What follows belongs to an exercise in optimizing a design on an open flow for small area; a production flow would make more cautious choices. In this exercise RTL edits were held to simulation tests only and were not proved equivalent to the original.

==> run H <==
## user_stream_adder_c0
module user_stream_adder_c0
#(
  parameter int          AXI_DATA_BITS  = 512,
  parameter int          AXIL_DATA_BITS = 64,
  parameter int          AXI_ADDR_BITS  = 64,
  parameter int          PID_BITS       = 6,
  parameter logic [63:0] ID_VALUE       = ID_VALUE_DEF
) (
  input  logic                          aclk,
  input  logic                          areset,
  input  logic [AXI_ADDR_BITS-1:0]      axi_ctrl_awaddr,
  input  logic                          axi_ctrl_awvalid,
  output logic                          axi_ctrl_awready,
  input  logic [AXIL_DATA_BITS-1:0]     axi_ctrl_wdata,
  input  logic [AXIL_DATA_BITS/8-1:0]   axi_ctrl_wstrb,
  input  logic                          axi_ctrl_wvalid,
  output logic                          axi_ctrl_wready,
  output logic [1:0]                    axi_ctrl_bresp,
  output logic                          axi_ctrl_bvalid,
  input  logic                          axi_ctrl_bready,
  input  logic [AXI_ADDR_BITS-1:0]      axi_ctrl_araddr,
  input  logic                          axi_ctrl_arvalid,
  output logic                          axi_ctrl_arready,
  output logic [AXIL_DATA_BITS-1:0]     axi_ctrl_rdata,
  output logic [1:0]                    axi_ctrl_rresp,
  output logic                          axi_ctrl_rvalid,
  input  logic                          axi_ctrl_rready,
  input  logic [AXI_DATA_BITS-1:0]      s_axis_host_sink_tdata,
  input  logic [AXI_DATA_BITS/8-1:0]    s_axis_host_sink_tkeep,
  input  logic [PID_BITS-1:0]           s_axis_host_sink_tid,
  input  logic                          s_axis_host_sink_tlast,
  input  logic                          s_axis_host_sink_tvalid,
  output logic                          s_axis_host_sink_tready,
  output logic [AXI_DATA_BITS-1:0]      m_axis_host_src_tdata,
  output logic [AXI_DATA_BITS/8-1:0]    m_axis_host_src_tkeep,
  output logic [PID_BITS-1:0]           m_axis_host_src_tid,
  output logic                          m_axis_host_src_tlast,
  output logic                          m_axis_host_src_tvalid,
  input  logic                          m_axis_host_src_tready
);
==> flow/config.mk <==
export PLATFORM = sky130hd
export DESIGN_NAME = user_stream_adder_c0
export DESIGN_NICKNAME = user_stream_adder_c0
export VERILOG_FILES = /design/flow/design.v
export SDC_FILE = /design/flow/constraint.sdc
export NUM_CORES = 4
export LEC_CHECK = 0
export CAP_MARGIN = 20
export CORE_AREA = 2 2 118 878
export CTS_BUF_LIST = sky130_fd_sc_hd__clkbuf_16
export DIE_AREA = 0 0 120 880
export SLEW_MARGIN = 20
==> flow/constraint.sdc <==
create_clock -name core_clock -period 5.0 [get_ports {aclk}]
set_input_delay 1.0000 -clock core_clock [delete_from_list [all_inputs] [get_ports {aclk}]]
set_output_delay 1.0000 -clock core_clock [all_outputs]
set_load 0.01 [all_outputs]
standard.sh (not shown) runs the stock make flow with config.mk's settings and CLKGATE_MAP_FILE= SYNTH_SCRIPT=/design/flow/synth_recipe.tcl, a recipe that flattens the netlist after the stock synthesis.
==> flow/flow/run.sh <==
#!/bin/bash
# Standard ORFS layout (the standard.sh) with two changes to how it is
# built: port buffers use the smallest buffer cell instead of the default
# delay-buffer choice, and clock tree synthesis clusters more flip-flops per
# leaf buffer and inserts no dummy balancing loads.
set -euo pipefail
export BUFFER_PORTS_ARGS="-buffer_cell sky130_fd_sc_hd__buf_1"
export CTS_ARGS="-sink_clustering_enable -repair_clock_nets -buf_list sky130_fd_sc_hd__clkbuf_16 -dont_use_dummy_load -sink_clustering_size 26 -sink_clustering_max_diameter 45"
bash standard.sh synth > synth.log 2>&1
bash standard.sh finish > finish.log 2>&1
==> run D (differences from run H) <==
Settings changed: CORE_AREA 2 2 118 878 to 2 2 108 888, DIE_AREA 0 0 120 880 to 0 0 110 890.
==> reports/qor.yml <==
fillers: 5759
grt_util_met1_pct: 46.9
status: "timing/DRC/antenna clean"
core_area_sq_um: 93100
first_pass_iters: 6
tightest_slew_ps: 1200
fin_crit_sh_pct: 99.3
final_cell_mix: "buf_1, dfxtp_1, edfxtp_1, ha_1, mux2_2"
track_usage_pct: 44.4
fin_area_sq_um: 74500
final.setup.worst_slack_ps: 34.2
first_iter_violations: 4676
layout-drive-gt1-share_pct: 10.9
clock_latency_ps: 730
(the above is from run D)
==> reports/qor.yml <==
track_usage_pct: 38.4
final.setup.worst_slack_ps: 488
timing.final.max_slew_violations: 0
core_area_sq_um: 101000
first_pass_iters: 5
fillers: 7353
status: "timing/DRC/antenna clean"
grt_util_met1_pct: 37.4
fin_area_sq_um: 74500
crit_family: "compound AO/OA/AOI/OAI gates"
fin_crit_sh_pct: 90.2
synth_top_cell_area_share_pct: 29.4
clock_latency_ps: 740
synthXorXnorAreaFrac_pct: 5.68
port_buffers: 1287
first_iter_violations: 3177
tightest_slew_ps: 1050
multi_input_comb_cells: 3845
seqCellArea_sq_um: 34700
(the above is from run H)

* * *

==> inputs of trial 23 <==
user_stream_adder_c0 again, from the RTL that the note above started with.
export LEC_CHECK = 0
export CAP_MARGIN = 20
export CORE_AREA = 2 2 148 848
export CTS_BUF_LIST = sky130_fd_sc_hd__clkbuf_8
export DIE_AREA = 0 0 150 850
export SLEW_MARGIN = 20
create_clock -name core_clock -period 5.0 [get_ports {aclk}]
==> flow/flow/run.sh <==
#!/bin/bash
# Standard ORFS layout (the standard.sh) with two changes to how it is
# built: port buffers use the smallest buffer cell instead of the default
# delay-buffer choice, and clock tree synthesis clusters more flip-flops per
# leaf buffer and inserts no dummy balancing loads.
set -euo pipefail
export BUFFER_PORTS_ARGS="-buffer_cell sky130_fd_sc_hd__buf_1"
export CTS_ARGS="-sink_clustering_enable -repair_clock_nets -buf_list sky130_fd_sc_hd__clkbuf_8 -dont_use_dummy_load -sink_clustering_size 13 -sink_clustering_max_diameter 50"
bash standard.sh synth > synth.log 2>&1
bash standard.sh finish > finish.log 2>&1
==> trial 84 (differences from trial 23) <==
==> flow/config.mk (replaced) <==
export PLATFORM = sky130hd
export DESIGN_NAME = user_stream_adder_c0
export DESIGN_NICKNAME = user_stream_adder_c0
export VERILOG_FILES = /design/flow/design.v
export SDC_FILE = /design/flow/constraint.sdc
export NUM_CORES = 4
export LEC_CHECK = 0
export CAP_MARGIN = 5
export CORE_AREA = 2 2 198 798
export CTS_BUF_LIST = sky130_fd_sc_hd__clkbuf_8
export DIE_AREA = 0 0 200 800
export SLEW_MARGIN = 5
==> build 50 (differences from trial 23) <==
--- a/flow/design.v
+++ b/flow/design.v
@@ -218,12 +218,15 @@
   assign axi_ctrl_arready = arready_reg;
   assign axi_ctrl_rvalid  = rvalid_reg;
   assign axi_ctrl_rdata   = rdata_reg;
   assign axi_ctrl_rresp   = 2'b00;
   assign sink_accept = s_axis_host_sink_tvalid & s_axis_host_sink_tready;
-  always_ff @(posedge aclk) begin
-    if (rst || clr_cnt) begin
+  always_ff @(posedge aclk or posedge rst) begin
+    if (rst) begin
+      beat_cnt_reg <= '0;
+      pkt_cnt_reg  <= '0;
+    end else if (clr_cnt) begin
       beat_cnt_reg <= '0;
       pkt_cnt_reg  <= '0;
     end else if (sink_accept) begin
       beat_cnt_reg <= beat_cnt_reg + 64'd1;
       if (s_axis_host_sink_tlast) begin
==> flow/flow/run.sh (replaced) <==
#!/bin/bash
# Standard ORFS layout (the standard.sh), with the port buffers made of
# the smallest buffer cell instead of the default delay-buffer choice.
set -euo pipefail
export BUFFER_PORTS_ARGS="-buffer_cell sky130_fd_sc_hd__buf_1"
bash standard.sh synth > synth.log 2>&1
bash standard.sh finish > finish.log 2>&1
==> flow/config.mk (replaced) <==
export PLATFORM = sky130hd
export DESIGN_NAME = user_stream_adder_c0
export DESIGN_NICKNAME = user_stream_adder_c0
export VERILOG_FILES = /design/flow/design.v
export SDC_FILE = /design/flow/constraint.sdc
export NUM_CORES = 4
export LEC_CHECK = 0
export CAP_MARGIN = 20
export CORE_AREA = 2 2 198 798
export CTS_BUF_LIST = sky130_fd_sc_hd__clkbuf_8
export DIE_AREA = 0 0 200 800
export SLEW_MARGIN = 20
==> out/results.tsv <==
metric	value	unit
mux contribution to synthesized area	8.48	%
Cell Area, Synth	66000	sq um
status	finished clean	
slowest stage delay, CP	670	ps
type of the most critical hold path	in2async	
ClkCell Share	2.15	%
vias per inst	5.73	
WHS	168	ps
slowest CP cell	and2_2	
Signal buf overhead	7.89	%
-- figures above: trial 23

==> out/results.tsv <==
metric	value	unit
Signal buf overhead	7.98	%
status	finished clean	
type of the most critical hold path	in2reg	
WHS	254	ps
mux contribution to synthesized area	8.63	%
vias per inst	5.48	
-- figures above: build 50

==> out/results.tsv <==
metric	value	unit
Sw Ratio	28.8	%
Signal buf overhead	8.02	%
status	finished clean	
slowest CP cell	dfrtp_2	
Cell Area, Synth	66000	sq um
wire length on met2	129000	um
WHS	120	ps
type of the most critical hold path	in2async	
crit path cell chain	and2_1 -> buf_4 -> ha_1 -> fa_1 -> o211ai_1 -> a21oi_1 -> a21oi_1 -> buf_4 -> o221ai_2 -> a21boi_0 -> buf_4 -> o21bai_1 -> xor2_1 -> mux2_2	
mux contribution to synthesized area	8.48	%
slowest stage delay, CP	570	ps
ClkCell Share	2.12	%
-- figures above: trial 84

## what the ideal ports hide
Ports are ideal in the flow. The routed layouts listed here were re-timed in OpenROAD. Step 1 assumes that a clkbuf_16 drives the clock port and a buf_2 every other input. Step 2 adds t to the input delays and takes it off the output delays; t is the mean of the earliest and latest rising clock arrival at the registers after step 1. Input paths then give back, and output paths get back, about the clock's delay inside the block. a / b / c = ideal / step 1 / step 2; a / b = the first two.
run	t, ns	slack for setup (ns)	worst setup path at the end
run H	0.818	0.488 / 0.488 / 0.488	register to register
run D	0.816	0.034 / 0.034 / 0.034	register to register
trial 23	0.914	0.480 / 0.480 / 0.480	register to register
trial 84	0.969	0.213 / 0.213 / 0.077	input to register
build 50	1.022	0.318 / 0.318 / 0.284	input to register
After both steps every run listed still meets setup and hold. For trial 84, which loses most, drivers alone change the setup slack by 0.000 ns; drivers and shift together by -0.136 ns.
